From an optimization exercise on the open Yosys and OpenROAD flow, aimed at small area and a short achievable clock period; shortcuts taken in it are not production practice.
In this exercise RTL edits were held to simulation tests only and were not proved equivalent to the original.
Power and IR drop assume default switching activity.

--- flow/flow/run.sh ---
#!/bin/bash
# standard layout, with the port buffers made of buf_2 cells instead of the
# resizer's default pick (a delay buffer)
set -euo pipefail
export BUFFER_PORTS_ARGS="-buffer_cell sky130_fd_sc_hd__buf_2"
bash standard.sh > standard.log 2>&1
--- flow/standard.sh ---
#!/bin/bash
# synth_recipe.tcl (not shown) runs the flow's synth.tcl, then flattens the netlist and writes it again
# the make line also repeats each setting of config.mk as NAME=value (left out here)
make -C /OpenROAD-flow-scripts/flow DESIGN_CONFIG=/design/flow/config.mk WORK_HOME=/design/flow/orfs CLKGATE_MAP_FILE= SYNTH_SCRIPT=/design/flow/synth_recipe.tcl "${@:-finish}"
--- flow/config.mk ---
export PLATFORM = sky130hd
export DESIGN_NAME = multichannel_strike_peak_detector
export DESIGN_NICKNAME = multichannel_strike_peak_detector
export VERILOG_FILES = /design/flow/design.v
export SDC_FILE = /design/flow/constraint.sdc
export NUM_CORES = 4
export LEC_CHECK = 0
export ABC_AREA = 1
export CAP_MARGIN = 20
export CORE_MARGIN = 2
export CORE_UTILIZATION = 55
export CTS_CLUSTER_DIAMETER = 100
export CTS_CLUSTER_SIZE = 24
export GPL_TIMING_DRIVEN = 0
export PLACE_DENSITY = 0.75
export SETUP_SLACK_MARGIN = 3.5
export SLEW_MARGIN = 20
--- flow/constraint.sdc ---
create_clock -name core_clock -period 6.5 [get_ports {clk}]
set_input_delay 1.3000 -clock core_clock [delete_from_list [all_inputs] [get_ports {clk}]]
set_output_delay 1.3000 -clock core_clock [all_outputs]
set_load 0.01 [all_outputs]
--- flow/design.v ---
package mspd_pkg;
  localparam int CHANNELS = 4;
  localparam int IN_CH    = 4;
  localparam int LANES    = (CHANNELS < IN_CH) ? CHANNELS : IN_CH;
  localparam int SAMPLE_W = 10;
  localparam int PEAK_W   = 10;
  localparam int CH_W     = 2;
  localparam int TIME_W   = 32;
  localparam int THR_W    = 10;
  localparam int WIN_W    = 16;
  localparam int CFG_W    = 16;
  localparam logic [SAMPLE_W:0] MID_RAIL = 11'd512;
  localparam logic [THR_W-1:0] THRESHOLD_RESET = 10'd80;
  localparam logic [WIN_W-1:0] WINDOW_RESET    = 16'd20;
  localparam logic REG_THRESHOLD = 1'b0;
  localparam logic REG_WINDOW    = 1'b1;
  localparam logic OP_SAMPLE = 1'b0;
  localparam logic OP_POLL   = 1'b1;
  typedef struct packed {
    logic              done;
    logic [PEAK_W-1:0] peak;
  } lane_fin_t;
  typedef struct packed {
    logic              valid;
    logic [CH_W-1:0]   channel;
    logic [PEAK_W-1:0] peak;
  } result_t;
endpackage
module mspd_lane (
  input  logic                            clk,
  input  logic                            rst_n,
  input  logic                            sample_en,
  input  logic [mspd_pkg::SAMPLE_W-1:0]   sample,
  input  logic [mspd_pkg::TIME_W-1:0]     now_ms,
  input  logic [10:0]                     thr2m1,     
  input  logic                            thr_zero,
  input  logic [15:0]                     lo_m_win,   
  input  logic                            lo_wrap,    
  output logic                            fin,        
  output logic [mspd_pkg::PEAK_W-1:0]     peak        
);
  logic                           active_r;
  logic [mspd_pkg::PEAK_W-1:0]    peak_r;
  logic [mspd_pkg::TIME_W-1:0]    start_r;
  logic [mspd_pkg::PEAK_W-1:0]    key;
  logic                           gt;
  logic                           trig;
  logic                           expired;
  assign key     = {sample[8:0] ^ {9{~sample[9]}}, ~sample[9]};
  mspd_cmp #(.W(10), .G(1)) u_gt   (.a(key),          .b(peak_r),        .ci(1'b0), .y(gt));
  logic ge_thr;
  mspd_cmp #(.W(11), .G(1)) u_trig (.a({1'b0, key}),  .b(thr2m1),        .ci(1'b1), .y(ge_thr));
  assign trig    = thr_zero || ge_thr;
  logic        c1, c2, lt, hz;
  logic [15:0] ah, ch;
  mspd_cmp #(.W(16), .G(4)) u_c1 (.a(now_ms[15:0]),  .b(start_r[15:0]), .ci(1'b1), .y(c1));
  mspd_cmp #(.W(16), .G(4)) u_c2 (.a(start_r[15:0]), .b(lo_m_win),      .ci(1'b0), .y(c2));
  assign lt  = lo_wrap ? (c1 || c2) : (c1 && c2);
  assign ah  = now_ms[31:16];
  assign ch  = ~start_r[31:16];
  assign hz  = ((ah[0] ^ ch[0]) == c1) &&
               (((ah[15:1] ^ ch[15:1]) ^ (ah[14:0] | ch[14:0])) == 15'd0);
  assign expired = !(hz && lt);
  assign fin     = active_r && expired;
  assign peak    = peak_r;
  always_ff @(posedge clk) begin
    if (!rst_n)
      active_r <= 1'b0;
    else if (sample_en)
      active_r <= active_r ? !expired : trig;
  end
  always_ff @(posedge clk) begin
    if (!active_r)
      start_r <= now_ms;
    if (!active_r || (sample_en && gt))
      peak_r <= key;
  end
endmodule
module mspd_cmp #(
  parameter int W = 16,
  parameter int G = 4
) (
  input  logic [W-1:0] a,
  input  logic [W-1:0] b,
  input  logic         ci,
  output logic         y
);
  localparam int NG = (W + G - 1) / G;
  localparam int L  = (NG < 2) ? 1 : (NG < 4) ? 2 : (NG < 8) ? 3 : (NG < 16) ? 4 : (NG < 32) ? 5 : 6;
  localparam int N  = 1 << L;
  logic [N-1:0] g [L+1];
  logic [N-1:0] p [L+1];
  for (genvar i = 0; i < N; i++) begin : g_leaf
    if (i == 0) begin : g_ci
      assign g[0][i] = ci;
      assign p[0][i] = 1'b0;
    end else if (i <= NG) begin : g_grp
      logic [G:0] gc;
      logic [G:0] pc;
      assign gc[0] = 1'b0;
      assign pc[0] = 1'b1;
      for (genvar j = 0; j < G; j++) begin : g_bit
        localparam int K = (i - 1) * G + j;
        if (K < W) begin : g_in
          assign gc[j+1] = (a[K] & ~b[K]) | ((a[K] | ~b[K]) & gc[j]);
          assign pc[j+1] = (a[K] | ~b[K]) & pc[j];
        end else begin : g_out
          assign gc[j+1] = gc[j];
          assign pc[j+1] = pc[j];
        end
      end
      assign g[0][i] = gc[G];
      assign p[0][i] = pc[G];
    end else begin : g_pad
      assign g[0][i] = 1'b0;
      assign p[0][i] = 1'b1;
    end
  end
  for (genvar k = 1; k <= L; k++) begin : g_lvl
    for (genvar i = 0; i < (N >> k); i++) begin : g_node
      assign g[k][i] = g[k-1][2*i+1] | (p[k-1][2*i+1] & g[k-1][2*i]);
      assign p[k][i] = p[k-1][2*i+1] & p[k-1][2*i];
    end
    if ((N >> k) < N) begin : g_fill
      assign g[k][N-1:(N >> k)] = '0;
      assign p[k][N-1:(N >> k)] = '0;
    end
  end
  assign y = g[L][0];
endmodule
module mspd_merge (
  input  logic                                       clk,
  input  logic                                       rst_n,
  input  logic                                       sample_acc,
  input  logic                                       poll_acc,
  input  logic [mspd_pkg::LANES-1:0]                 fin,
  input  logic [mspd_pkg::LANES*mspd_pkg::PEAK_W-1:0] peak,
  output logic                                       full,
  output logic [mspd_pkg::CH_W-1:0]                  slot_ch,
  output logic [mspd_pkg::PEAK_W-1:0]                slot_peak
);
  logic                         pend_r;
  logic [mspd_pkg::LANES-1:0]   fin_r;
  logic [mspd_pkg::CH_W-1:0]    win_ch;
  logic [mspd_pkg::PEAK_W-1:0]  win_key;
  assign full = pend_r || (|fin_r);
  always_comb begin
    win_ch  = '0;
    win_key = peak[0 +: mspd_pkg::PEAK_W];
    for (int i = mspd_pkg::LANES - 1; i > 0; i--) begin
      if (fin_r[i]) begin
        win_ch  = mspd_pkg::CH_W'(i);
        win_key = peak[i*mspd_pkg::PEAK_W +: mspd_pkg::PEAK_W];
      end
    end
    if (fin_r[0]) begin
      win_ch  = '0;
      win_key = peak[0 +: mspd_pkg::PEAK_W];
    end
  end
  always_ff @(posedge clk) begin
    if (!rst_n) begin
      pend_r <= 1'b0;
      fin_r  <= '0;
    end else begin
      pend_r <= full && !poll_acc;
      fin_r  <= (sample_acc && !full) ? fin : '0;
    end
  end
  always_ff @(posedge clk) begin
    if (|fin_r) begin
      slot_ch   <= win_ch;
      slot_peak <= {1'b0, win_key[9:1]} + {9'd0, win_key[0]};
    end
  end
endmodule
module multichannel_strike_peak_detector (
  input  logic                              clk,
  input  logic                              rst_n,
  input  logic                              cfg_we,
  input  logic                              cfg_index,
  input  logic [mspd_pkg::CFG_W-1:0]        cfg_wdata,
  input  logic                              in_valid,
  output logic                              in_ready,
  input  logic                              in_op,
  input  logic [mspd_pkg::SAMPLE_W-1:0]     in_sample_ch0,
  input  logic [mspd_pkg::SAMPLE_W-1:0]     in_sample_ch1,
  input  logic [mspd_pkg::SAMPLE_W-1:0]     in_sample_ch2,
  input  logic [mspd_pkg::SAMPLE_W-1:0]     in_sample_ch3,
  input  logic [mspd_pkg::TIME_W-1:0]       in_now_ms,
  output logic                              out_valid,
  input  logic                              out_ready,
  output logic                              out_event_valid,
  output logic [mspd_pkg::CH_W-1:0]         out_event_channel,
  output logic [mspd_pkg::PEAK_W-1:0]       out_event_peak
);
  logic [mspd_pkg::THR_W-1:0]  thr_r;
  logic [mspd_pkg::WIN_W-1:0]  win_r;
  logic [10:0]                 thr2m1;
  logic                        thr_zero;
  logic                        in_acc;
  logic                        sample_en;
  logic                        poll_en;
  logic                        full;
  logic [mspd_pkg::SAMPLE_W-1:0]               samples [mspd_pkg::IN_CH];
  logic [mspd_pkg::LANES-1:0]                  fin;
  logic [mspd_pkg::LANES*mspd_pkg::PEAK_W-1:0] peak;
  logic [mspd_pkg::CH_W-1:0]                   slot_ch;
  logic [mspd_pkg::PEAK_W-1:0]                 slot_peak;
  logic                        out_valid_r;
  logic                        ev_r;
  assign samples[0] = in_sample_ch0;
  assign samples[1] = in_sample_ch1;
  assign samples[2] = in_sample_ch2;
  assign samples[3] = in_sample_ch3;
  assign in_ready  = !out_valid_r || out_ready;
  assign in_acc    = in_valid && in_ready;
  assign sample_en = in_acc && (in_op == mspd_pkg::OP_SAMPLE);
  assign poll_en   = in_acc && (in_op == mspd_pkg::OP_POLL);
  always_ff @(posedge clk) begin
    if (!rst_n) begin
      thr_r <= mspd_pkg::THRESHOLD_RESET;
      win_r <= mspd_pkg::WINDOW_RESET;
    end else if (cfg_we) begin
      if (cfg_index == mspd_pkg::REG_WINDOW)
        win_r <= cfg_wdata[mspd_pkg::WIN_W-1:0];
      else
        thr_r <= cfg_wdata[mspd_pkg::THR_W-1:0];
    end
  end
  assign thr2m1   = {thr_r, 1'b0} - 11'd1;
  assign thr_zero = (thr_r == '0);
  logic [16:0] lo_m_win;
  assign lo_m_win = {1'b0, in_now_ms[15:0]} - {1'b0, win_r};
  for (genvar g = 0; g < mspd_pkg::LANES; g++) begin : g_lane
    mspd_lane u_lane (
      .clk       (clk),
      .rst_n     (rst_n),
      .sample_en (sample_en),
      .sample    (samples[g]),
      .now_ms    (in_now_ms),
      .thr2m1    (thr2m1),
      .thr_zero  (thr_zero),
      .lo_m_win  (lo_m_win[15:0]),
      .lo_wrap   (lo_m_win[16]),
      .fin       (fin[g]),
      .peak      (peak[g*mspd_pkg::PEAK_W +: mspd_pkg::PEAK_W])
    );
  end
  mspd_merge u_merge (
    .clk        (clk),
    .rst_n      (rst_n),
    .sample_acc (sample_en),
    .poll_acc   (poll_en),
    .fin        (fin),
    .peak       (peak),
    .full       (full),
    .slot_ch    (slot_ch),
    .slot_peak  (slot_peak)
  );
  always_ff @(posedge clk) begin
    if (!rst_n) begin
      out_valid_r <= 1'b0;
    end else if (in_acc) begin
      out_valid_r <= 1'b1;
    end else if (out_ready) begin
      out_valid_r <= 1'b0;
    end
    if (in_acc) begin
      ev_r <= (in_op == mspd_pkg::OP_POLL) && full;
    end
  end
  assign out_valid         = out_valid_r;
  assign out_event_valid   = ev_r;
  assign out_event_channel = ev_r ? slot_ch : '0;
  assign out_event_peak    = ev_r ? slot_peak : '0;
endmodule
==> summary.txt, run 1 <==
GRT
  – Grt total ovfl: 0
  – Largest net degree at the start of global routing: 29
  – First-pass GRT wire length: approximately 57000 um
  – GRT Total Usage: between 20% and 30%
  – Vias in the first global route: between 10000 and 15000
  – Initial antenna violation count: 0

Synthesis
  – Dominant cell type by area after synthesis: edfxtp_1
  – Post-synthesis instance total: approximately 1700
  – Share of the synthesized area in the top cell type: between 30% and 40%
  – Ys async rst share: 0%
  – Post-synth top cells: nand2_1 (400), inv_1 (258), edfxtp_1 (181)
  – Syn Area/Cell: ~8.3 um2
  – Netlist cell types: 57
  – Most common cell in the synthesized netlist: nand2_1
  – Sequential area share after synthesis: 44.34%
  – Synthesis-stage register bit count: about 220
  – Top post-synthesis cells by area: edfxtp_1 (39%), nand2_1 (11%), ha_1 (7.1%)
  – Ys Warns: 14
  – Post-synth EDFFs: between 150 and 200
  – Primary FF master, synth: edfxtp_1
  – Syn_nets: between 1500 and 2000
  – Mapped Area: approximately 14000 um2

Worst setup path
  – Critical Path RT: about 6.9 ns
  – Maximum net fanout on the critical path: 7
  – Reg2Reg Launch Point: u_merge.fin_r[1]
  – CP dominant cell by count: nand2_1
  – Arrival time at the worst endpoint: around 3.6 ns
  – Crit Path Class: input port to register
  – Worst path max stage delay: 0.55 ns
  – CP max stage cell: fa_2
  – CP startpoint kind: input port
  – Critical Path End Type: register
  – CP startpoint: in_now_ms[0]

Floorplan
  – Core box area: 24960 um2
  – Die area: around 27000 um2
  – Initial core utilization: a little under three fifths
  – Io pins: 110
  – Die Wd: 162.9 um
  – Die height: 162.9 um
  – Row Count: 58

STA
  – Worst-case clock skew: 0.04576 ns
  – Final Critical Period: 3.116 ns
  – Final hold vios: 0
  – Worst Max-Slew Pin Slew: 0.8091 ns
  – Part of the cycle the worst path needs: around 48%
  – Hold Slack: 0.4737 ns
  – Setup TNS: 0 ns
  – Final setup violating endpoints: 0
  – RSZ-0062 raised after global routing: true
  – Peak Freq: 321.0 MHz
  – Fin. max-slew vios: 0
  – Slew HR: a little under half

Clocking
  – CTS tree: built
  – CTS buffer count: 13
  – Clock-pin slew on the worst setup and hold paths: 0.10 ns
  – # hold bufs at CTS: 0
  – Longest Clk Path Bufs: 3
  – Clock Tree Root: clkbuf_16
  – H-tree Lvls: 1
  – Clock Latency Late Sink: about 0.5 ns
  – Clock Sinks: about 220

Finish
  – Layout cells sized above 1: roughly 15%
  – Area grow syn2layout: 13.32%
  – Area of the multi-input gates: around 6900 um2
  – Nets: 1989
  – Fill cell count: 2163
  – FF/Latch Area: 6156 um2
  – Number of diodes: 0

Placement
  – Gpl congestion: between 0.9 and 1
  – Dpl hpwl: about 28000 um
  – PortBufs: between 100 and 150

Power
  – VDD IR-drop max: ~0.25 mV
  – Leakage: between 7 and 8 nW
  – Power Dens Cells: 236.7 nW/um2

Route
  – Final ANT Viol Nets: 0
  – WL per Instance: between 15 and 20 um
  – Total Wirelength: about 36000 um
  – # DRC: 0
  – Vias/cell: between 5 and 6
  – DRT iter0 DRCs: between 1000 and 1500
  – Drt pass-1 iters: 6
  – Via count: about 12000

Min path
  – Hold Crit Class: register to register
  – Hold Path Origin: win_r[3]

Outcome
  – Status: no timing/DRC/antenna violations

Job
  – Number of max-cap violations: 0
-- cell families after synthesis --
kind of cell | after synthesis | synth area share (%)
buffers and inverters | 289 | 7.895
adder cells (fa/ha/maj) | 80 | 7.265
AND/OR/NAND/NOR | 705 | 22.31
XOR/XNOR | 71 | 4.534
AO/OA/AOI/OAI | 318 | 13.65
flip-flops | 217 | 44.34
-- cells in the final DEF (no fill, tap or decap), drive strengths merged, types with 33 or more instances in the layout --
| master | netlist | layout |
|---|---|---|
| ha | 79 | 79 |
| a21oi | 91 | 91 |
| o22ai | 37 | 37 |
| inv | 268 | 268 |
| nand3 | 112 | 112 |
| nor2 | 107 | 107 |
| o21ai | 120 | 120 |
| buf | 8 | 126 |
| xor2 | 55 | 55 |
| nand2 | 415 | 415 |
| edfxtp | 181 | 181 |
| dfxtp | 36 | 36 |
| clkbuf | 12 | 33 |
-- report_power, final --
group | leakage [nW] | switching, mW | total (mW) | internal [mW]
clock | 0.190 | 0.481 | 0.882 | 0.401
sequential | 2.16 | 0.0788 | 1.74 | 1.66
combinational | 4.90 | 0.705 | 1.10 | 0.393
-- timing repair --
action | CTS | global route
setup endpoints to repair | 8 | 48
pin swaps | 19 | 1
buffers inserted | 8 | 0
gates resized for setup | 57 | 21
-- stage by stage --
step / setup WS, ns / instance area (um2) / utilization [%] / power [mW] / std cells
detailed placement: 2.565 / 14970 / 59.97 / 2.796 / 2121
CTS: 3.436 / 15640 / 62.65 / 3.710 / 2151
global route: 3.185 / 15730 / 63.02 / 3.929 / 2151
finish: 3.384 / 15730 / 63.02 / 3.724 / 2151
global placement: 2.606 / 14890 / 59.65 / 2.757 / 2117
floorplan: 3.354 / 13940 / - / 2.479 / 1680
-- critical path, delay by kind of cell --
kind	cells	cell delay [ns]
buffers and inverters	4	0.29
adder cells (fa/ha/maj)	2	0.68
AO/OA/AOI/OAI	1	0.04
AND/OR/NAND/NOR	18	1.26
-- routing by layer --
layer / up-vias / share of wire [%] / GRT usage [%]
met4: 0 / 2.8 / 7.884
met2: 449 / 47 / 45.47
met5: - / 0 / 0
met1: 5605 / 44 / 37.17
met3: 64 / 6.3 / 3.158
li1: 5968 / - / -
-- area by class of cell --
| cell class | count | area share, % |
|---|---|---|
| Clock inverter | 2 | 0.2466 |
| Clock buffer | 20 | 2.299 |
| Sequential cell | 217 | 39.13 |
| Inverter | 269 | 6.570 |
| Tap cell | 330 | 2.625 |
| Multi-Input combinational cell | 1174 | 44.15 |
| Buffer | 20 | 0.5488 |
| Timing Repair Buffer | 119 | 4.430 |
-- final timing paths --
check | endpoint | slack, ns | depth (start not counted)
hold reg to reg | win_r[3] | 0.47 | 2
hold / removal | win_r[3] | 0.47 | 2
setup reg to reg | u_merge.slot_peak[8] | 3.77 | 12
setup / recovery | u_merge.fin_r[1] | 3.38 | 25
-- registers in the layout (all words and copies together) (netlist names) --
name,count
u_merge.slot_ch,2
g_lane.u_lane.peak_r,40
thr_r,10
u_merge.pend_r,1
u_merge.fin_r,4
ev_r,1
u_merge.slot_peak,10
g_lane.u_lane.start_r,128
g_lane.u_lane.active_r,4
win_r,16
out_valid_r,1
==> run 2, diff against run 1 <==
--- a/flow/config.mk
+++ b/flow/config.mk
@@ -11,7 +11,6 @@
 export CORE_UTILIZATION = 55
 export CTS_CLUSTER_DIAMETER = 100
 export CTS_CLUSTER_SIZE = 24
-export GPL_TIMING_DRIVEN = 0
 export PLACE_DENSITY = 0.75
 export SETUP_SLACK_MARGIN = 3.5
 export SLEW_MARGIN = 20
==> run 2 against run 1 <==
Net effect: synthesized cell count did not move; wire length rose by 2.0%; area after synthesis did not move; worst hold slack improved by 0.00079 ns; total power barely moved; worst setup slack improved by 0.077 ns; cell area fell by 0.60%; utilization fell by 0.38 points; register-to-register slack barely moved; critical endpoint is now u_merge.fin_r[3]; largest power group unchanged.
==> summary.txt, run 2 <==
Outcome
  – Status: no timing/DRC/antenna violations

Worst setup path
  – Delay-heaviest family, CP: simple AND/OR/NAND/NOR gates
  – CP startpoint kind: input port
  – Maximum net fanout on the critical path: 10
  – Worst path max stage delay: ~0.35 ns
  – CP dominant cell by count: nand2_1
  – Critical path cell sequence: clkbuf_4, ha_2, nand2_2, inv_2, a21oi_4, nor2_1, nor3_4, nand2_1, nand2_1, nand3_1, nand2_1, nand2_1, a21oi_1, nor2_1, nand2_1, nand2_1, nand2_1, nor2_1
  – CP max stage cell: ha_2
  – Crit Path Class: input port to register
  – CP startpoint: in_now_ms[8]
  – Reg2Reg Launch Point: thr_r[0]
  – Arrival time at the worst endpoint: between 3 and 4 ns
  – Critical Path End Type: register
  – Critical Path RT: approximately 6.9 ns
  – CP bufs+invs: 2

Placement
  – Post-placement cell count: 2103
  – Placed Area: 14850 um2
  – Gpl congestion: around 1
  – PortBufs: 109
  – Dpl hpwl: ~28000 um

Route
  – Met3 wire len: 2398 um
  – DRT met1 WL: 16310 um
  – Drt pass-1 iters: 6
  – Vias/cell: about 5.6
  – Routed met2 length: ~17000 um
  – Max layer used: met4
  – # DRC: 0
  – Total Wirelength: between 30000 and 40000 um
  – Final ANT Viol Nets: 0
  – DRT iter0 DRCs: 1096
  – Via count: ~12000
  – WL per Instance: 17.27 um

Synthesis
  – Top post-synthesis cells by area: edfxtp_1 (39%), nand2_1 (11%), ha_1 (7.1%)
  – Share of the synthesized area in the top cell type: 39.15%
  – Syn_nets: 1855
  – Ys async rst share: 0%
  – Syn Area/Cell: 8.263 um2
  – Post-synth EDFFs: roughly 180
  – Ys Warns: 14
  – Synthesis-stage register bit count: 217
  – Dominant cell type by area after synthesis: edfxtp_1
  – Post-synth top cells: nand2_1 (400), inv_1 (258), edfxtp_1 (181)
  – Post-synthesis instance total: approximately 1700
  – Most common cell in the synthesized netlist: nand2_1
  – Primary FF master, synth: edfxtp_1
  – Mapped Area: between 10000 and 15000 um2
  – Sequential area share after synthesis: between 40% and 50%
  – Netlist cell types: between 50 and 60

Job
  – Number of max-cap violations: 0

Finish
  – Biggest regs: g_lane.u_lane.start_r (128), g_lane.u_lane.peak_r (40), win_r (16)
  – Number of diodes: 0
  – Area grow syn2layout: 12.64%
  – Top reg by flops: g_lane.u_lane.start_r
  – Layout cells sized above 1: between 15 and 20%
  – Fill cell count: approximately 2200
  – Commonest non-fill, non-tap cell in the layout: nand2_1
  – Final non-filler cell area: ~16000 um2
  – Final std cells w/o fill: 2131
  – Nets: just under 2000
  – Max reg flops: 128
  – Commonest cells after routing, fill and taps aside: nand2_1 (370), inv_1 (254), edfxtp_1 (181), o21ai_0 (107), buf_2 (100)

Floorplan
  – Row Count: 58
  – Die Wd: between 150 and 200 um
  – Io pins: 110
  – Initial core utilization: 55.61%
  – Die area: ~27000 um2
  – Core box area: approximately 25000 um2
  – Die height: 162.9 um

GRT
  – Initial antenna violation count: 0
  – Grt total ovfl: 0
  – Vias in the first global route: around 11000
  – GRT Total Usage: between 20 and 30%
  – Largest net degree at the start of global routing: 35
  – First-pass GRT wire length: about 58000 um

Power
  – Leakage: around 7 nW
  – Post-layout power: approximately 3.7 mW
  – VDD IR-drop max: roughly 0.18 mV
  – Power Dens Cells: 238.1 nW/um2

Min path
  – Hold Path Origin: win_r[11]
  – Hold Crit Class: register to register

STA
  – Peak Freq: approximately 330 MHz
  – Part of the cycle the worst path needs: between 40% and 50%
  – RSZ-0062 raised after global routing: true
  – Worst-case clock skew: ~0.017 ns
  – Setup TNS: 0 ns
  – Slew HR: about two fifths
  – Worst Max-Slew Pin Slew: 0.8728 ns
  – Fin. max-slew vios: 0
  – Final setup violating endpoints: 0
  – Final hold vios: 0
  – Final Critical Period: 3.038 ns

Clocking
  – Clock-pin slew on the worst setup and hold paths: around 0.090 ns
  – Clock Sinks: 217
  – CTS buffer count: 13
  – Clock Tree Root: clkbuf_16
  – H-tree Lvls: 1
  – Longest Clk Path Bufs: 3
  – Clock Latency Late Sink: 0.49 ns
  – # hold bufs at CTS: 0
  – CTS tree: built
==> run 2: cell counts after synthesis <==
Identical to the previous run, type by type.
==> run 2: cells by family after synthesis <==
family | after synthesis | synth area share (%)
and+or+nand+nor | 705 | 22.31
AOI/OAI and AO/OA | 318 | 13.65
buffers and inverters | 289 | 7.895
DFF | 217 | 44.34
adders and majority gates | 80 | 7.265
xor gates and xnor gates | 71 | 4.534
==> run 2: final cells by class <==
type                       count  area (um2)  share of cell area [%]
multi-input combinational   1174        6984                   44.67
clock inverter                 3       23.77                  0.1520
inverter                     269        1031                   6.594
tap                          330       412.9                   2.641
timing repair buffer         120       663.1                   4.241
sequential                   217        6156                   39.37
clock buffer                  18       365.4                   2.337
==> run 2: layer usage <==
| layer | vias to the layer above | global-route usage [%] |
|---|---|---|
| li1 | 5924 | - |
| met1 | 5448 | 39.31 |
| met2 | 457 | 45.74 |
| met3 | 57 | 2.597 |
| met4 | 0 | 7.683 |
| met5 | - | 0 |
==> run 2: repair_timing <==
item	CTS	global route
resized for setup	36	56
endpoints found under the setup margin	8	50
gates cloned	0	0
buffers inserted	6	1
pin swaps	21	28
==> run 2: worst register-to-register path, stage by stage (launching register included) <==
cell and delay (ns):
dfxtp_1 0.47, inv_2 0.09, ha_1 0.24, xnor2_1 0.54, inv_1 0.27, o22ai_1 0.24
nand2_1 0.06, o21ai_0 0.07, nand3_1 0.09, nand2_1 0.10, nand2_1 0.06, nand3_1 0.09
nand2_1 0.07, nand2_1 0.08, nand2_1 0.07, a21oi_2 0.13
==> run 2: stage by stage <==
stage / hold WS [ns] / worst slack, ns / utilization (%)
floorplan: 0.4331 / 3.354 / -
global placement: 0.4516 / 2.779 / 59.47
detailed placement: 0.4639 / 2.737 / 59.47
CTS: 0.4766 / 3.444 / 61.78
global route: 0.5091 / 3.305 / 62.64
finish: 0.4745 / 3.462 / 62.64
==> run 2: power breakdown <==
part           leakage [nW]  internal, mW  switching (mW)  total, mW
Combinational          4.83         0.387           0.701       1.09
Clock                 0.192         0.405           0.479      0.884
Sequential             2.16          1.67          0.0842       1.75
==> run 2: worst paths after layout <==
path,end,slack [ns],cells after the start
max reg2reg,g_lane[2].u_lane.active_r,3.76,15
max,u_merge.fin_r[3],3.46,18
min,win_r[11],0.47,2
min reg2reg,win_r[11],0.47,2
==> run 3, diff against run 2 <==
--- a/flow/config.mk
+++ b/flow/config.mk
@@ -12,5 +12,5 @@
 export CTS_CLUSTER_DIAMETER = 100
 export CTS_CLUSTER_SIZE = 24
 export PLACE_DENSITY = 0.75
-export SETUP_SLACK_MARGIN = 3.5
+export SETUP_SLACK_MARGIN = 3.4
 export SLEW_MARGIN = 20
==> run 3 against run 2 <==
Net effect: clock-buffer cell count unchanged; worst setup slack worse by 0.069 ns; register-to-register slack worse by 0.11 ns; utilization down 0.46 points; cell area fell by 0.74%; largest power group unchanged; highest routed layer is now met5.
==> summary.txt, run 3 <==
Clocking
  – H-tree Lvls: 1
  – CTS buffer count: 13
  – Clock Latency Late Sink: just under 0.5 ns
  – Clock Sinks: 217
  – Clock-pin slew on the worst setup and hold paths: 0.09 ns
  – Longest Clk Path Bufs: 3
  – CTS tree: built
  – Clock Tree Root: clkbuf_16
  – # hold bufs at CTS: 0

Route
  – Vias/cell: roughly 5.7
  – # DRC: 0
  – Total Wirelength: between 30000 and 40000 um
  – Via count: between 10000 and 15000
  – Drt pass-1 iters: 6
  – WL per Instance: roughly 17 um
  – Final ANT Viol Nets: 0
  – DRT iter0 DRCs: 1225

Synthesis
  – Sequential area share after synthesis: ~44%
  – Post-synth EDFFs: between 150 and 200
  – Most common cell in the synthesized netlist: nand2_1
  – Syn_nets: between 1500 and 2000
  – Synthesis-stage register bit count: between 200 and 250
  – Dominant cell type by area after synthesis: edfxtp_1
  – Ys async rst share: 0%
  – Post-synthesis instance total: roughly 1700
  – Syn Area/Cell: a little over 8 um2
  – Primary FF master, synth: edfxtp_1
  – Top post-synthesis cells by area: edfxtp_1 (39%), nand2_1 (11%), ha_1 (7.1%)
  – Ys Warns: 14
  – Mapped Area: around 14000 um2
  – Share of the synthesized area in the top cell type: 39.15%
  – Post-synth top cells: nand2_1 (400), inv_1 (258), edfxtp_1 (181)
  – Netlist cell types: 57

Min path
  – Hold Path Origin: win_r[15]
  – Hold Path End: win_r[15]
  – Hold Crit Class: register to register
  – Hold Path Cell Cnt: 2

GRT
  – Vias in the first global route: approximately 11000
  – GRT Total Usage: 27.69%
  – Grt total ovfl: 0
  – First-pass GRT wire length: 57820 um
  – Initial antenna violation count: 1
  – Largest net degree at the start of global routing: 35

STA
  – Peak Freq: 321.8 MHz
  – Slew HR: 46.75%
  – Setup TNS: 0 ns
  – Worst Max-Slew Pin Slew: between 0.7 and 0.8 ns
  – RSZ-0062 raised after global routing: true
  – Part of the cycle the worst path needs: roughly 48%
  – Fin. max-slew vios: 0
  – Worst-case clock skew: 0.01909 ns
  – Final setup violating endpoints: 0
  – Final hold vios: 0
  – Final Critical Period: 3.107 ns

Worst setup path
  – R2R setup slack: around 3.7 ns
  – Arrival time at the worst endpoint: 3.48 ns
  – Maximum net fanout on the critical path: 8
  – R2r endpoint: g_lane[1].u_lane.active_r
  – Crit Path Class: input port to register
  – Worst reg2reg path depth: 15
  – CP startpoint: in_now_ms[0]
  – CP startpoint kind: input port
  – Critical Path End Type: register
  – Critical Path RT: 6.87 ns
  – Reg2Reg Launch Point: thr_r[0]

Placement
  – Gpl congestion: roughly 1
  – PortBufs: 109
  – Post-placement cell count: 2103
  – Dpl hpwl: 29030 um

Finish
  – Commonest cells after routing, fill and taps aside: nand2_1 (379), inv_1 (254), edfxtp_1 (181), o21ai_0 (108), buf_2 (103)
  – Biggest regs: g_lane.u_lane.start_r (128), g_lane.u_lane.peak_r (40), win_r (16)
  – Commonest non-fill, non-tap cell in the layout: nand2_1
  – Max reg flops: roughly 130
  – Area grow syn2layout: 11.81%
  – Layout cells sized above 1: 14.50%
  – Final std cells w/o fill: 2130
  – Top reg by flops: g_lane.u_lane.start_r
  – Number of diodes: 0
  – Nets: approximately 2000

Outcome
  – Status: no timing/DRC/antenna violations

Job
  – Number of max-cap violations: 0

Floorplan
  – Initial core utilization: 55.61%
  – Die Wd: ~160 um
  – Core box area: between 20000 and 25000 um2
  – Die area: approximately 27000 um2
  – Die height: between 150 and 200 um
  – Row Count: between 50 and 60
  – Io pins: 110

Power
  – VDD IR-drop max: around 0.23 mV
  – Power Dens Cells: roughly 240 nW/um2
  – Leakage: approximately 7.2 nW
-- run 3: cell count changes in the layout (fill, tap and decap cells not counted), sizes merged --
cell    change
clkinv      +1
buf         +1
inv         -1
clkbuf      -2
-- run 3: worst max-delay path, cell delays in order --
cell	delay, ns
buf_12	0.10
inv_16	0.03
ha_4	0.15
inv_4	0.06
fa_2	0.46
inv_4	0.11
nand2_2	0.06
a21oi_2	0.11
nand2_1	0.09
nand2_1	0.07
nand2_1	0.05
nand2_1	0.05
nand3_1	0.07
nand2_1	0.10
nand2_1	0.06
nand2_1	0.08
nand2_1	0.05
nand2_1	0.09
nand2_1	0.06
nand2_1	0.05
nand2_1	0.05
nand2_1	0.05
nand2_1	0.07
nand2_1	0.08
nor2_2	0.03
-- run 3: routing by layer --
metal	GRT usage, %	up-vias	routed length [um]
li1	-	5931	-
met1	38.56	5627	16320
met2	46.11	451	17320
met3	3.641	64	2635
met4	6.718	2	891
met5	0	-	13
-- run 3: layout make-up --
type | instances | area (um2)
clock buffer | 18 | 354.1
clock inverter | 3 | 27.53
fill | 2230 | 9443
inverter | 269 | 1031
multi-input combinational | 1174 | 6892
sequential | 217 | 6156
tap | 330 | 412.9
timing repair buffer | 119 | 648.1
-- run 3: cell families after synthesis --
logic type,Yosys count,share of synthesized area [%]
adders and majority gates,80,7.265
xor gates and xnor gates,71,4.534
buffers and inverters,289,7.895
DFF,217,44.34
AOI/OAI and AO/OA,318,13.65
and+or+nand+nor,705,22.31
-- run 3: what timing repair did --
action,CTS,global route
buffers inserted,0,6
hold endpoints to repair,0,0
resized for setup,11,57
pin swaps,2,25
setup endpoints to repair,8,19
-- run 3: how the worst max path moves through the flow --
| stage | cells past startpoint | end | slack [ns] |
|---|---|---|---|
| final | 25 | u_merge.fin_r[1] | 3.39 |
| after global routing | 25 | u_merge.fin_r[1] | 3.23 |
| after CTS | 19 | u_merge.fin_r[1] | 3.40 |
| after detailed placement | 24 | u_merge.fin_r[1] | 2.77 |
| after global placement | 21 | u_merge.fin_r[2] | 2.79 |
| after floorplan | 23 | u_merge.fin_r[1] | 3.35 |
-- run 3: power breakdown --
| group | internal, mW | switching, mW |
|---|---|---|
| combinational | 0.380 | 0.697 |
| sequential | 1.67 | 0.0843 |
| clock | 0.393 | 0.470 |
| total | 2.44 | 1.25 |
-- run 3: through the flow --
step                      hold slack [ns]  utilization, %  total power [mW]  setup slack, ns  cell area (um2)
after floorplan                    0.4331               -             2.479            3.354            13940
after global placement             0.4544           59.47             2.769            2.788            14850
after detailed placement           0.4646           59.47             2.797            2.773            14850
after CTS                          0.4773           61.16             3.653            3.396            15270
after global routing               0.4875           62.17             3.894            3.234            15520
final                              0.4710           62.17             3.690            3.393            15520
==> run 4, diff against run 3 <==
--- a/flow/config.mk
+++ b/flow/config.mk
@@ -6,11 +6,11 @@
 export NUM_CORES = 4
 export LEC_CHECK = 0
 export ABC_AREA = 1
-export CAP_MARGIN = 20
+export CAP_MARGIN = 5
 export CORE_MARGIN = 2
 export CORE_UTILIZATION = 55
 export CTS_CLUSTER_DIAMETER = 100
 export CTS_CLUSTER_SIZE = 24
 export PLACE_DENSITY = 0.75
-export SETUP_SLACK_MARGIN = 3.4
-export SLEW_MARGIN = 20
+export SETUP_SLACK_MARGIN = 3.5
+export SLEW_MARGIN = 5
==> run 4 against run 3 <==
Net effect: combinational power hardly changed; largest cell class unchanged; die area is the same; register-to-register slack improved by 0.11 ns; via count is 1.6% lower; final cell count is essentially flat; still clean; global-route usage grew 0.060 points.
==> summary.txt, run 4 <==
Worst setup path
  – CP max stage cell: ha_2
  – CP startpoint kind: input port
  – Arrival time at the worst endpoint: 3.41 ns
  – Critical Path RT: just under 7 ns
  – Maximum net fanout on the critical path: 10
  – Crit Path Class: input port to register
  – Critical Path End Type: register
  – Worst path max stage delay: between 0.3 and 0.4 ns
  – CP dominant cell by count: nand2_1
  – Critical path cell sequence: clkbuf_4, ha_2, nand2_2, inv_2, a21oi_4, nor2_1, nor3_4, nand2_1, nand2_1, nand3_1, nand2_1, nand2_1, a21oi_1, nor2_1, nand2_1, nand2_1, nand2_1, nor2_1

Clocking
  – Longest Clk Path Bufs: 3
  – Clock Sinks: 217
  – CTS buffer count: 13
  – # hold bufs at CTS: 0
  – Clock Tree Root: clkbuf_16
  – H-tree Lvls: 1
  – CTS tree: built
  – Clock-pin slew on the worst setup and hold paths: 0.09 ns
  – Clock Latency Late Sink: roughly 0.5 ns

STA
  – Peak Freq: 329.1 MHz
  – Slew HR: 41.75%
  – Final hold vios: 0
  – RSZ-0062 raised after global routing: true
  – Part of the cycle the worst path needs: ~47%
  – Final Critical Period: 3.038 ns
  – Fin. max-slew vios: 0
  – Final setup violating endpoints: 0
  – Worst Max-Slew Pin Slew: about 0.87 ns
  – Setup TNS: 0 ns
  – Worst-case clock skew: between 0.015 and 0.02 ns

Finish
  – Layout cells sized above 1: between 10% and 20%
  – Commonest non-fill, non-tap cell in the layout: nand2_1
  – Commonest cells after routing, fill and taps aside: nand2_1 (370), inv_1 (254), edfxtp_1 (181), o21ai_0 (107), buf_2 (100)
  – Final Core Density: a little over three fifths
  – Biggest regs: g_lane.u_lane.start_r (128), g_lane.u_lane.peak_r (40), win_r (16)
  – Area of the multi-input gates: approximately 7000 um2
  – Number of diodes: 0
  – Top reg by flops: g_lane.u_lane.start_r
  – Max reg flops: ~130
  – Final std cells w/o fill: between 2000 and 2500
  – Fill cell count: between 2000 and 2500
  – FF/Latch Area: 6156 um2
  – Area grow syn2layout: 12.64%
  – Nets: between 1500 and 2000

Placement
  – Dpl hpwl: 28420 um
  – Post-placement cell count: between 2000 and 2500
  – Gpl congestion: a little under 1
  – PortBufs: around 110

Synthesis
  – Syn Area/Cell: a little over 8 um2
  – Mapped Area: between 10000 and 15000 um2
  – Dominant cell type by area after synthesis: edfxtp_1
  – Post-synthesis instance total: between 1500 and 2000
  – Post-synth EDFFs: between 150 and 200
  – Ys Warns: 14
  – Share of the synthesized area in the top cell type: about 39%
  – Netlist cell types: 57
  – Synthesis-stage register bit count: roughly 220
  – Primary FF master, synth: edfxtp_1
  – Post-synth top cells: nand2_1 (400), inv_1 (258), edfxtp_1 (181)
  – Most common cell in the synthesized netlist: nand2_1
  – Sequential area share after synthesis: between 40% and 50%
  – Ys async rst share: 0%
  – Top post-synthesis cells by area: edfxtp_1 (39%), nand2_1 (11%), ha_1 (7.1%)
  – Syn_nets: ~1900

Power
  – Power Dens Cells: approximately 240 nW/um2
  – VDD IR-drop max: 0.1789 mV
  – Post-layout power: 3.723 mW
  – Leakage: about 7.2 nW

Floorplan
  – Row Count: 58
  – Die area: around 27000 um2
  – Die Wd: between 150 and 200 um
  – Die height: about 160 um
  – Io pins: 110
  – Core box area: 24960 um2
  – Initial core utilization: between 50% and 60%

Min path
  – Hold Crit Class: register to register

Route
  – Via count: around 12000
  – WL per Instance: between 15 and 20 um
  – Total Wirelength: 36800 um
  – # DRC: 0
  – Vias/cell: between 5 and 6
  – Final ANT Viol Nets: 0
  – Drt pass-1 iters: 6
  – DRT iter0 DRCs: 1096

GRT
  – Vias in the first global route: 11295
  – Initial antenna violation count: 0
  – First-pass GRT wire length: 57810 um
  – Grt total ovfl: 0
  – Largest net degree at the start of global routing: 35
  – GRT Total Usage: 27.75%

Job
  – Number of max-cap violations: 0

Outcome
  – Status: no timing/DRC/antenna violations
==> run 4: cell counts after synthesis <==
Identical to the previous run, type by type.
==> run 4: kinds of logic (layout without fill, tap and decap cells) <==
logic type / after synthesis / after routing / share of synthesized area [%]
adder cells (fa/ha/maj): 80 / 80 / 7.265
AND/OR/NAND/NOR: 705 / 705 / 22.31
XOR/XNOR: 71 / 71 / 4.534
flip-flops: 217 / 217 / 44.34
AO/OA/AOI/OAI: 318 / 318 / 13.65
buffers and inverters: 289 / 410 / 7.895
==> run 4: layout make-up <==
type / count / area share [%]
multi-input combinational: 1174 / 44.67
sequential: 217 / 39.37
inverter: 269 / 6.594
timing repair buffer: 120 / 4.241
tap: 330 / 2.641
clock buffer: 18 / 2.337
clock inverter: 3 / 0.1520
==> run 4: per-layer routing <==
metal | up-vias | track usage (%) | wire length (um)
li1 | 5924 | - | -
met1 | 5448 | 39.31 | 16310
met2 | 457 | 45.74 | 17220
met3 | 57 | 2.597 | 2398
met4 | 0 | 7.683 | 875
met5 | - | 0 | 0
==> run 4: power breakdown <==
part / total (mW) / switching [mW] / internal, mW
sequential: 1.75 / 0.0842 / 1.67
combinational: 1.09 / 0.701 / 0.387
clock: 0.884 / 0.479 / 0.405
==> run 4: timing repair <==
item | CTS | global route
buffers inserted | 6 | 1
resized for setup | 36 | 56
pin swaps | 21 | 28
setup endpoints to repair | 8 | 50
==> run 4: final timing paths <==
check | slack, ns | end | from | cells past startpoint
max reg2reg | 3.76 | g_lane[2].u_lane.active_r | thr_r[0] | 15
max | 3.46 | u_merge.fin_r[3] | in_now_ms[8] | 18
min | 0.47 | win_r[11] | win_r[11] | 2
min reg2reg | 0.47 | win_r[11] | win_r[11] | 2
==> run 4: critical path, delay by kind of cell <==
kind | cells | cell delay [ns]
buffers and inverters | 2 | 0.22
adder cells (fa/ha/maj) | 1 | 0.35
AO/OA/AOI/OAI | 2 | 0.34
AND/OR/NAND/NOR | 13 | 1.22
==> run 4: per-stage QoR <==
step	hold slack [ns]	cell area [um2]	worst slack (ns)
detailed placement	0.4639	14850	2.737
finish	0.4745	15640	3.462
floorplan	0.4331	13940	3.354
global route	0.5091	15640	3.305
CTS	0.4766	15420	3.444
global placement	0.4516	14850	2.779
==> run 5, diff against run 4 <==
==> flow/flow/run.sh (replaced) <==
#!/bin/bash
# standard layout, with the port buffers made of buf_2 cells instead of the
# resizer's default pick (a delay buffer), and ORFS's power recovery pass
# (downsizing gates off the critical paths) after global routing
set -euo pipefail
export BUFFER_PORTS_ARGS="-buffer_cell sky130_fd_sc_hd__buf_2"
export RECOVER_POWER=100
bash standard.sh > standard.log 2>&1
--- a/flow/config.mk
+++ b/flow/config.mk
@@ -6,11 +6,10 @@
 export NUM_CORES = 4
 export LEC_CHECK = 0
 export ABC_AREA = 1
-export CAP_MARGIN = 5
+export CAP_MARGIN = 20
 export CORE_MARGIN = 2
-export CORE_UTILIZATION = 55
+export CORE_UTILIZATION = 40
 export CTS_CLUSTER_DIAMETER = 100
 export CTS_CLUSTER_SIZE = 24
-export PLACE_DENSITY = 0.75
 export SETUP_SLACK_MARGIN = 3.5
-export SLEW_MARGIN = 5
+export SLEW_MARGIN = 20
==> run 5 against run 4 <==
Net effect: the layout now fails its checks (capacitance limit, slew limit); utilization fell by 17 points; via count fell by 0.77%; worst hold slack improved by 0.035 ns; flip-flop and latch count did not move; clock-buffer cell count did not move; first-iteration DRC count fell by 28%; sequential share of layout area fell by 0.20 points; global-route usage fell by 6.2 points; critical path depth fell by 9; area after synthesis did not move; worst setup slack got worse by 0.85 ns; critical path type unchanged; largest cell class unchanged; highest routed layer unchanged.
==> summary.txt, run 5 <==
GRT
  – Largest net degree at the start of global routing: 35
  – Vias in the first global route: between 10000 and 15000
  – Initial antenna violation count: 0
  – Grt total ovfl: 0
  – GRT Total Usage: between 20 and 25%
  – First-pass GRT wire length: a little over 60000 um

Route
  – DRT iter0 DRCs: between 700 and 800
  – Final ANT Viol Nets: 0
  – Total Wirelength: 38930 um
  – Drt pass-1 iters: 5
  – Met3 wire len: 1778 um
  – Max layer used: met4
  – Vias/cell: 5.212
  – WL per Instance: 17.20 um
  – Via count: between 10000 and 15000
  – Routed met2 length: about 18000 um
  – DRT met1 WL: 18310 um
  – # DRC: 0

Clocking
  – Clock-pin slew on the worst setup and hold paths: about 0.090 ns
  – CTS buffer count: 14
  – Clock Sinks: about 220
  – H-tree Lvls: 1
  – CTS tree: built
  – Clock Latency Late Sink: ~0.50 ns
  – # hold bufs at CTS: 0
  – Clock Tree Root: clkbuf_16
  – Longest Clk Path Bufs: 3

Worst setup path
  – Maximum net fanout on the critical path: 10
  – Arrival time at the worst endpoint: around 4.0 ns
  – CP startpoint kind: input port
  – Delay-heaviest family, CP: compound AO/OA/AOI/OAI gates
  – Crit Path Class: input port to register
  – CP max stage cell: o21ai_0
  – Critical Path End Type: register
  – Critical path cell sequence: clkbuf_1, xor2_1, inv_1, nor2_1, a211oi_1, nand2_1, o2111ai_1, a21oi_1, o21ai_0
  – Worst reg2reg path depth: 10
  – Critical Path RT: about 6.6 ns
  – Worst path depth: 9
  – Worst path max stage delay: 1.11 ns
  – CP bufs+invs: 2

Synthesis
  – Synthesis-stage register bit count: between 200 and 250
  – Primary FF master, synth: edfxtp_1
  – Ys async rst share: 0%
  – Ys Warns: 14
  – Share of the synthesized area in the top cell type: just under 40%
  – Post-synthesis instance total: 1680
  – Syn_nets: ~1900
  – Post-synth top cells: nand2_1 (400), inv_1 (258), edfxtp_1 (181)
  – Sequential area share after synthesis: roughly 44%
  – Dominant cell type by area after synthesis: edfxtp_1
  – Post-synth EDFFs: 181
  – Mapped Area: approximately 14000 um2
  – Top post-synthesis cells by area: edfxtp_1 (39%), nand2_1 (11%), ha_1 (7.1%)
  – Netlist cell types: between 50 and 60
  – Syn Area/Cell: 8.263 um2
  – Most common cell in the synthesized netlist: nand2_1

Floorplan
  – Die area: between 30000 and 40000 um2
  – Row Count: between 60 and 70
  – Io pins: 110
  – Die height: about 190 um
  – Die Wd: between 150 and 200 um
  – Initial core utilization: 40.39%
  – Core box area: approximately 34000 um2

Power
  – Leakage: ~7.1 nW
  – Int Power: between 2 and 2.5 mW
  – Sequential power share: between 40% and 50%
  – Gate power share: between 20% and 30%
  – Sw Share: roughly a third
  – P_sw: between 1 and 1.5 mW
  – Clk pwr share: 25.0%
  – VDD IR-drop max: 0.1588 mV
  – Power Dens Cells: 241.2 nW/um2

Finish
  – Commonest cells after routing, fill and taps aside: nand2_1 (380), inv_1 (255), edfxtp_1 (181), o21ai_0 (113), nand3_1 (99)
  – Number of diodes: 0
  – Nets: 1975
  – Area grow syn2layout: 13.21%
  – Area of the multi-input gates: slightly below 7000 um2
  – Fill cell count: approximately 3500
  – Max reg flops: approximately 130
  – Top reg by flops: g_lane.u_lane.start_r
  – FF/Latch Area: 6156 um2
  – Biggest regs: g_lane.u_lane.start_r (128), g_lane.u_lane.peak_r (40), win_r (16)
  – Layout cells sized above 1: 11.62%
  – Commonest non-fill, non-tap cell in the layout: nand2_1

STA
  – Final Critical Period: roughly 3.9 ns
  – Worst-case clock skew: 0.01938 ns
  – Part of the cycle the worst path needs: 59.76%
  – Peak Freq: about 260 MHz
  – Hold Slack: ~0.51 ns
  – Worst Max-Slew Pin Slew: approximately 2.6 ns
  – RSZ-0062 raised after global routing: true
  – Slew HR: -73.44%
  – Final setup violating endpoints: 0
  – Fin. max-slew vios: around 120
  – Final hold vios: 0
  – Setup TNS: 0 ns

Min path
  – Hold Path Cell Cnt: 2
  – Hold Crit Class: register to register

Outcome
  – Status: failed layout checks
  – Failed Checks: capacitance limit, slew limit

Placement
  – Dpl hpwl: between 30000 and 40000 um
  – PortBufs: 109
  – Gpl congestion: about 0.93

Job
  – Number of max-cap violations: 4
## run 5: changes by cell type in the layout (fill, tap and decap cells not counted), sizes merged
cell / change
clkinv: +3
buf: -46
clkbuf: +50
## run 5: tightest hold or removal path, cell delays in order, from the launching register on
cell and delay, ns:
dfxtp_1 0.30, inv_1 0.09, a21oi_1 0.07
## run 5: cells by family (layout without fill, tap and decap cells)
family / after synthesis / count (layout) / synth area share [%]
flops: 217 / 217 / 44.34
xor+xnor: 71 / 71 / 4.534
fa+ha+maj: 80 / 80 / 7.265
compound gates: 318 / 318 / 13.65
simple gates: 705 / 705 / 22.31
buf+inv: 289 / 417 / 7.895
## run 5: stage by stage
step	power (mW)	cell area (um2)	setup slack (ns)	cells	util, %
finish	3.791	15720	2.615	2263	45.72
global route	4.015	15720	2.317	2263	45.72
CTS	3.811	15760	3.477	2259	45.86
detailed placement	2.811	15000	2.682	2228	43.64
global placement	2.796	15000	2.753	2228	43.64
floorplan	2.479	13940	3.354	1680	-
## run 5: power by group through the flow
stage	Clock (mW)	Sequential, mW	Combinational, mW
floorplan	0	1.75	0.731
global placement	0	1.78	1.02
detailed placement	0	1.78	1.03
CTS	0.982	1.75	1.08
global route	1.02	1.77	1.23
finish	0.948	1.75	1.09
## run 5: worst paths after layout
path | from | to | slack, ns
hold reg to reg | win_r[8] | win_r[8] | 0.51
hold / removal | win_r[8] | win_r[8] | 0.51
setup reg to reg | u_merge.fin_r[1] | u_merge.slot_peak[8] | 3.64
setup / recovery | in_sample_ch0[9] | g_lane[0].u_lane.peak_r[2] | 2.62
## run 5: area by class of cell
class / instances / area share [%]
clock buffers: 18 / 2.460
well taps: 455 / 3.622
clock inverters: 6 / 0.3821
inverters: 269 / 6.560
multi-input cells: 1174 / 44.15
flip-flops and latches: 217 / 39.17
repair buffers: 124 / 3.654
## run 5: layer usage
layer  up-vias  GRT usage, %
met2       290         36.20
met5         -             0
met4         0         4.711
li1       5941             -
met3        46         2.061
met1      5518         30.06
## run 5: repair_timing
action                                  in CTS  in global routing
endpoints found under the setup margin       8                 50
pin swaps                                   26                 16
setup buffers                                7                  4
gates cloned                                 0                  0
gates resized for setup                     56                 35
==> run 6, diff against run 5 <==
==> flow/flow/run.sh (replaced) <==
#!/bin/bash
# standard layout, with the port buffers made of buf_2 cells instead of the
# resizer's default pick (a delay buffer); the timing repair after clock tree
# synthesis aims at a smaller setup margin than the one after global routing
set -euo pipefail
export BUFFER_PORTS_ARGS="-buffer_cell sky130_fd_sc_hd__buf_2"
bash standard.sh SETUP_SLACK_MARGIN=2.0 cts > standard_cts.log 2>&1
bash standard.sh > standard.log 2>&1
--- a/flow/config.mk
+++ b/flow/config.mk
@@ -8,8 +8,9 @@
 export ABC_AREA = 1
 export CAP_MARGIN = 20
 export CORE_MARGIN = 2
-export CORE_UTILIZATION = 40
+export CORE_UTILIZATION = 55
 export CTS_CLUSTER_DIAMETER = 100
 export CTS_CLUSTER_SIZE = 24
+export PLACE_DENSITY = 0.75
 export SETUP_SLACK_MARGIN = 3.5
 export SLEW_MARGIN = 20
==> run 6 against run 5 <==
Net effect: the run now finishes clean; critical endpoint is now u_merge.fin_r[1]; largest cell class unchanged; worst hold slack got worse by 0.035 ns; first-iteration DRC count is 63% higher; highest routed layer unchanged; clock power down 8.5%; non-clock buffer count shrank 3; critical path depth increased by 9; final cell count decreased by 5.7%.
==> summary.txt, run 6 <==
Worst setup path
  – CP bufs+invs: 2
  – Reg2Reg Launch Point: u_merge.fin_r[2]
  – Arrival time at the worst endpoint: 3.47 ns
  – Critical Path End Type: register
  – Critical path cell sequence: clkbuf_4, ha_2, nand2_1, inv_1, nand3_1, nand3b_1, nand2_1, nand2_2, nand3_1, nand2_1, nor2_1, nand2_1, nand2_1, nand2_1, nand2_1, nand2_2, nand2_2, nor2_2
  – Worst reg2reg path depth: 12
  – Critical Path RT: between 6 and 7 ns
  – Crit Path Class: input port to register
  – Maximum net fanout on the critical path: 13
  – R2R setup slack: around 3.8 ns
  – Worst path max stage delay: 0.42 ns
  – Delay-heaviest family, CP: simple AND/OR/NAND/NOR gates
  – CP max stage cell: ha_2
  – CP startpoint kind: input port
  – R2r endpoint: u_merge.slot_peak[8]
  – CP dominant cell by count: nand2_1

Route
  – DRT iter0 DRCs: 1276
  – # DRC: 0
  – Drt pass-1 iters: 6
  – Vias/cell: 5.670
  – Via count: 12095
  – WL per Instance: 17.31 um
  – Total Wirelength: about 37000 um
  – Final ANT Viol Nets: 0

Floorplan
  – Io pins: 110
  – Die Wd: between 150 and 200 um
  – Core box area: approximately 25000 um2
  – Die height: ~160 um
  – Row Count: a little under 60
  – Initial core utilization: between 50% and 60%
  – Die area: 26530 um2

Synthesis
  – Primary FF master, synth: edfxtp_1
  – Ys Warns: 14
  – Synthesis-stage register bit count: roughly 220
  – Mapped Area: 13880 um2
  – Post-synth EDFFs: roughly 180
  – Most common cell in the synthesized netlist: nand2_1
  – Sequential area share after synthesis: between 40% and 50%
  – Post-synth top cells: nand2_1 (400), inv_1 (258), edfxtp_1 (181)
  – Syn Area/Cell: between 8 and 9 um2
  – Dominant cell type by area after synthesis: edfxtp_1
  – Share of the synthesized area in the top cell type: 39.15%
  – Post-synthesis instance total: about 1700
  – Ys async rst share: 0%
  – Top post-synthesis cells by area: edfxtp_1 (39%), nand2_1 (11%), ha_1 (7.1%)
  – Syn_nets: 1855
  – Netlist cell types: 57

GRT
  – GRT busiest layer: met2
  – First-pass GRT wire length: 57210 um
  – Vias in the first global route: around 11000
  – Grt total ovfl: 0
  – Initial antenna violation count: 0
  – Met2 usage: a little under half
  – Largest net degree at the start of global routing: 35
  – Met3 Use GR: approximately 2.7%
  – GRT Total Usage: a little over a quarter
  – Global routing usage on met1: about two fifths

Clocking
  – # hold bufs at CTS: 0
  – CTS tree: built
  – Clock Sinks: between 200 and 250
  – Clock-pin slew on the worst setup and hold paths: around 0.1 ns
  – Clock Latency Late Sink: ~0.50 ns
  – Clock Tree Root: clkbuf_16
  – CTS buffer count: 13
  – H-tree Lvls: 1
  – Longest Clk Path Bufs: 3

Placement
  – Gpl congestion: 0.9557
  – PortBufs: 109
  – Dpl ws: about 2.7 ns
  – Dpl hpwl: 28470 um
  – Placed Area: between 10000 and 15000 um2

Finish
  – Number of diodes: 0
  – Final Core Density: between 60% and 70%
  – Layout cells sized above 1: between 10 and 15%
  – Commonest non-fill, non-tap cell in the layout: nand2_1
  – Nets: around 2000
  – Commonest cells after routing, fill and taps aside: nand2_1 (374), inv_1 (255), edfxtp_1 (181), o21ai_0 (109), buf_2 (100)
  – Area grow syn2layout: 12.29%
  – Final non-filler cell area: 15590 um2
  – Top reg by flops: g_lane.u_lane.start_r
  – Biggest regs: g_lane.u_lane.start_r (128), g_lane.u_lane.peak_r (40), win_r (16)
  – Max reg flops: around 130

STA
  – Final hold vios: 0
  – Part of the cycle the worst path needs: 47.28%
  – Worst-case clock skew: around 0.045 ns
  – Final setup violating endpoints: 0
  – Peak Freq: around 330 MHz
  – Hold Slack: between 0.4 and 0.5 ns
  – Worst Max-Slew Pin Slew: slightly above 0.8 ns
  – Setup TNS: 0 ns
  – Slew HR: a little under half
  – Final setup margin: 3.427 ns
  – Fin. max-slew vios: 0
  – RSZ-0062 raised after global routing: true
  – Final Critical Period: approximately 3.1 ns

Min path
  – Hold Path Cell Cnt: 2
  – Hold Crit Class: register to register
  – Hold Path End: win_r[7]
  – Hold Path Origin: win_r[7]

Job
  – Number of max-cap violations: 0

Power
  – Power Dens Cells: between 200 and 250 nW/um2
  – Leakage: around 7.2 nW
  – VDD IR-drop max: ~0.26 mV

Outcome
  – Status: no timing/DRC/antenna violations
## run 6: cell counts after synthesis
Identical to the previous run, type by type.
## run 6: metrics by stage
step,cells,total power [mW]
5_1_grt,2133,3.894
2_1_floorplan,1680,2.472
3_3_place_gp,2106,2.761
3_5_place_dp,2106,2.785
6_report,2133,3.697
4_1_cts,2128,3.637
## run 6: area by class of cell
| type | instances | area, um2 |
|---|---|---|
| Clock buffer | 19 | 347.8 |
| Multi-Input combinational cell | 1174 | 6934 |
| Inverter | 269 | 1030 |
| Timing Repair Buffer | 121 | 674.4 |
| Sequential cell | 217 | 6156 |
| Fill cell | 2179 | 9375 |
| Tap cell | 330 | 412.9 |
| Clock inverter | 3 | 33.78 |
## run 6: metal layers
| metal | wire length (um) | vias up |
|---|---|---|
| met5 | 0 | - |
| li1 | - | 5934 |
| met3 | 2582 | 57 |
| met1 | 16230 | 5613 |
| met2 | 17270 | 491 |
| met4 | 843 | 0 |
## run 6: kinds of logic (layout without fill, tap and decap cells)
logic type	Yosys count	after routing	synth area share, %
AOI/OAI and AO/OA	318	318	13.65
xor gates and xnor gates	71	71	4.534
adders and majority gates	80	80	7.265
buffers and inverters	289	412	7.895
DFF	217	217	44.34
and+or+nand+nor	705	705	22.31
## run 6: repair_timing
item                                   in CTS  in global routing
setup buffers                               0                  5
endpoints found under the hold margin       0                  0
gates resized for setup                     0                103
setup endpoints to repair                   0                 19
## run 6: power breakdown
group	internal [mW]	switching [mW]
Sequential	1.67	0.0852
Clock	0.388	0.478
Combinational	0.387	0.693
Total	2.44	1.26
## run 6: worst max-delay path by stage
stage | startpoint | end | slack, ns | depth (start not counted)
finish | in_now_ms[9] | u_merge.fin_r[1] | 3.43 | 18
global route | in_now_ms[0] | g_lane[1].u_lane.active_r | 3.28 | 24
CTS | in_now_ms[0] | u_merge.fin_r[0] | 3.18 | 20
detailed placement | in_now_ms[0] | u_merge.fin_r[0] | 2.65 | 20
global placement | in_now_ms[0] | u_merge.fin_r[1] | 2.70 | 23
floorplan | in_sample_ch3[9] | g_lane[3].u_lane.peak_r[0] | 3.05 | 10
## run 6: worst min-delay path, cell delays in order, from the launching register on
cell and delay, ns:
dfxtp_1 0.31, inv_1 0.07, a21oi_1 0.06
==> run 7, diff against run 6 <==
==> flow/flow/run.sh (replaced) <==
#!/bin/bash
# standard layout, with the port buffers made of buf_2 cells instead of the
# resizer's default pick (a delay buffer)
set -euo pipefail
export BUFFER_PORTS_ARGS="-buffer_cell sky130_fd_sc_hd__buf_2"
bash standard.sh > standard.log 2>&1
--- a/flow/config.mk
+++ b/flow/config.mk
@@ -9,8 +9,9 @@
 export CAP_MARGIN = 20
 export CORE_MARGIN = 2
 export CORE_UTILIZATION = 55
-export CTS_CLUSTER_DIAMETER = 100
-export CTS_CLUSTER_SIZE = 24
+export CTS_BUF_LIST = sky130_fd_sc_hd__clkbuf_8
+export CTS_CLUSTER_DIAMETER = 60
+export CTS_CLUSTER_SIZE = 16
 export PLACE_DENSITY = 0.75
 export SETUP_SLACK_MARGIN = 3.5
 export SLEW_MARGIN = 20
==> run 7 against run 6 <==
Net effect: still clean; clock-buffer cell count is 8 higher; first-iteration DRC count is 8.2% lower; worst hold slack better by 0.0025 ns; critical endpoint is now u_merge.fin_r[3]; highest routed layer unchanged.
==> summary.txt, run 7 <==
Worst setup path
  – Arrival time at the worst endpoint: 3.51 ns
  – CP startpoint kind: input port
  – Reg2Reg Launch Point: thr_r[0]
  – CP startpoint: in_now_ms[1]
  – Critical Path RT: approximately 7.0 ns
  – Crit Path Class: input port to register
  – R2R setup slack: between 3 and 4 ns
  – Maximum net fanout on the critical path: 13
  – Critical Path End Type: register

Power
  – Sequential power share: around 44%
  – Int Power: between 2 and 3 mW
  – Power Dens Cells: around 250 nW/um2
  – VDD IR-drop max: between 0.2 and 0.25 mV
  – P_sw: 1.384 mW
  – Gate power share: about 28%
  – Sw Share: between 30% and 40%
  – Leakage: approximately 7.3 nW
  – Clk pwr share: about 28%

Placement
  – Gpl congestion: slightly below 1
  – PortBufs: 109
  – Dpl hpwl: between 20000 and 30000 um
  – Placed Area: 14850 um2
  – Post-placement cell count: between 2000 and 2500

GRT
  – Grt total ovfl: 0
  – First-pass GRT wire length: around 58000 um
  – Vias in the first global route: ~11000
  – GRT Total Usage: 27.63%
  – Largest net degree at the start of global routing: 35
  – Initial antenna violation count: 0

Synthesis
  – Post-synth top cells: nand2_1 (400), inv_1 (258), edfxtp_1 (181)
  – Post-synth EDFFs: around 180
  – Dominant cell type by area after synthesis: edfxtp_1
  – Top post-synthesis cells by area: edfxtp_1 (39%), nand2_1 (11%), ha_1 (7.1%)
  – Post-synthesis compound-gate area fraction: 13.65%
  – Netlist cell types: between 50 and 60
  – Primary FF master, synth: edfxtp_1
  – Mux contribution to synthesized area: 0%
  – Synth Area in Adders: around 7.3%
  – Largest family of logic cells by synthesized area: simple AND/OR/NAND/NOR gates
  – Syn Area/Cell: a little over 8 um2
  – Post-synthesis simple-gate area fraction: between 20% and 30%
  – Ys async rst share: 0%
  – Synthesis-stage register bit count: ~220
  – Share of the synthesized area in the top cell type: 39.15%
  – Ys Warns: 14
  – Sequential area share after synthesis: roughly 44%
  – Mapped Area: around 14000 um2
  – Syn_nets: between 1500 and 2000
  – Post-synthesis instance total: between 1500 and 2000
  – Synth Area in XOR/XNOR: around 4.5%
  – Most common cell in the synthesized netlist: nand2_1

Clocking
  – Clock Tree Root: clkbuf_8
  – H-tree Lvls: 1
  – Clock-pin slew on the worst setup and hold paths: ~0.10 ns
  – Clock Sinks: 217
  – Longest Clk Path Bufs: 3
  – CTS tree: built
  – # hold bufs at CTS: 0
  – Clock Latency Late Sink: a little under 0.6 ns
  – CTS buffer count: 25

STA
  – Peak Freq: 332.7 MHz
  – Final Critical Period: between 3 and 4 ns
  – Part of the cycle the worst path needs: between 40% and 50%
  – Worst Max-Slew Pin Slew: 0.8064 ns
  – RSZ-0062 raised after global routing: true
  – Final hold vios: 0
  – Setup TNS: 0 ns
  – Fin. max-slew vios: 0
  – Final setup violating endpoints: 0
  – Slew HR: 46.18%
  – Worst-case clock skew: 0.04159 ns

Finish
  – Max reg flops: approximately 130
  – Final Core Density: between 60% and 70%
  – Fill cell count: between 2000 and 2500
  – Nets: slightly below 2000
  – Area grow syn2layout: 14.14%
  – Final std cells w/o fill: 2157
  – Top reg by flops: g_lane.u_lane.start_r
  – Biggest regs: g_lane.u_lane.start_r (128), g_lane.u_lane.peak_r (40), win_r (16)
  – Commonest cells after routing, fill and taps aside: nand2_1 (370), inv_1 (257), edfxtp_1 (181), o21ai_0 (107), buf_2 (104)
  – Commonest non-fill, non-tap cell in the layout: nand2_1
  – Layout cells sized above 1: 16.32%
  – Final non-filler cell area: between 15000 and 20000 um2

Floorplan
  – Die height: between 150 and 200 um
  – Io pins: 110
  – Die Wd: ~160 um
  – Die area: 26530 um2
  – Row Count: 58
  – Core box area: around 25000 um2
  – Initial core utilization: a little under three fifths

Job
  – Number of max-cap violations: 0

Min path
  – Hold Crit Class: register to register
  – Hold Path Origin: win_r[9]

Outcome
  – Status: no timing/DRC/antenna violations

Route
  – Vias/cell: 5.587
  – # DRC: 0
  – DRT iter0 DRCs: 1172
  – Via count: between 10000 and 15000
  – Drt pass-1 iters: 6
  – Total Wirelength: roughly 37000 um
  – Final ANT Viol Nets: 0
  – WL per Instance: between 15 and 20 um
==> run 7: power groups by stage <==
stage | sequential, mW | clock, mW | combinational, mW
after floorplan | 1.75 | 0 | 0.731
after global placement | 1.77 | 0 | 0.993
after detailed placement | 1.78 | 0 | 1.01
after CTS | 1.75 | 1.12 | 1.02
after global routing | 1.77 | 1.17 | 1.22
final | 1.75 | 1.10 | 1.09
==> run 7: worst paths after layout <==
path                                to  cells past startpoint
min reg2reg                   win_r[9]                      2
max                   u_merge.fin_r[3]                     18
max reg2reg  g_lane[2].u_lane.active_r                     15
min                           win_r[9]                      2
==> run 7: area by class of cell <==
cell class                      instances  area, um2  share of cell area, %
Multi-Input combinational cell       1174       6984                  44.08
Sequential cell                       217       6156                  38.85
Inverter                              269       1033                  6.522
Timing Repair Buffer                  120      653.1                  4.122
Tap cell                              330      412.9                  2.606
Clock buffer                           27      371.6                  2.345
Clock inverter                         19      231.5                  1.461
Antenna cell                            1      2.502                0.01579
==> run 7: per-stage QoR <==
stage	power, mW	hold slack [ns]	setup WS [ns]
finish	3.945	0.4770	3.494
global placement	2.768	0.4516	2.779
detailed placement	2.791	0.4639	2.737
floorplan	2.479	0.4331	3.354
CTS	3.891	0.4771	3.508
global route	4.156	0.5064	3.354
==> run 7: critical path: stages <==
cell      delay, ns
clkbuf_4       0.19
ha_1           0.36
nand2_1        0.11
nor2_2         0.15
nand2_1        0.12
nand3_2        0.11
nand3b_1       0.18
nand2_1        0.18
nand2_1        0.11
nand3_1        0.08
nand2_1        0.06
nand2_1        0.06
a21oi_1        0.08
nor2_1         0.13
nand2_1        0.07
nand2_1        0.08
nand2_1        0.05
nor2_1         0.09
==> run 7: timing repair <==
item / 4_1_cts / 5_1_grt
pin swaps: 3 / 36
resized for setup: 13 / 76
setup endpoints to repair: 8 / 24
buffers inserted: 0 / 7
gates cloned: 0 / 0
==> run 7: metal layers <==
| layer | vias up | global-route usage, % | routed length, um |
|---|---|---|---|
| met2 | 473 | 45.78 | 17400 |
| li1 | 5959 | - | - |
| met3 | 59 | 3.692 | 2662 |
| met4 | 0 | 6.718 | 727 |
| met1 | 5560 | 38.59 | 16340 |
| met5 | - | 0 | 0 |
==> run 7: cell families after synthesis <==
logic type,after synthesis
flip-flops,217
AO/OA/AOI/OAI,318
AND/OR/NAND/NOR,705
adder cells (fa/ha/maj),80
buffers and inverters,289
XOR/XNOR,71

==> afterwards: timing with drivers on the ports <==
In the flow no input, the clock included, has a driving cell. The finished layouts below were timed again as built, in two steps.
Step 1 sets driving cells, clkbuf_16 on the clock port and buf_2 on the other inputs (assumed; they add their load-dependent delay and slew).
Step 2, shift: input delay + t, output delay - t, t = (earliest + latest rising clock arrival at the registers) / 2. This alone moves slack from input paths to output paths.
Slacks: ideal / step 1 / step 2; pairs: ideal / step 1.
| run | t, ns | setup WS [ns] | slew at the worst register clock pin (ns) |
|---|---|---|---|
| run 1 | 0.524 | 3.384 / 3.379 / 2.855 | 0.11 / 0.11 |
| run 2 | 0.531 | 3.462 / 3.443 / 2.912 | 0.11 / 0.11 |
| run 3 | 0.524 | 3.393 / 3.374 / 2.850 | 0.11 / 0.11 |
| run 4 | 0.531 | 3.462 / 3.443 / 2.912 | 0.11 / 0.11 |
| run 5 | 0.540 | 2.615 / 2.631 / 2.090 | 0.10 / 0.10 |
| run 6 | 0.526 | 3.427 / 3.434 / 2.907 | 0.10 / 0.10 |
| run 7 | 0.613 | 3.494 / 3.505 / 2.893 | 0.10 / 0.10 |
For run 7, which loses most, drivers alone change the setup slack by +0.011 ns; drivers and shift together by -0.601 ns.
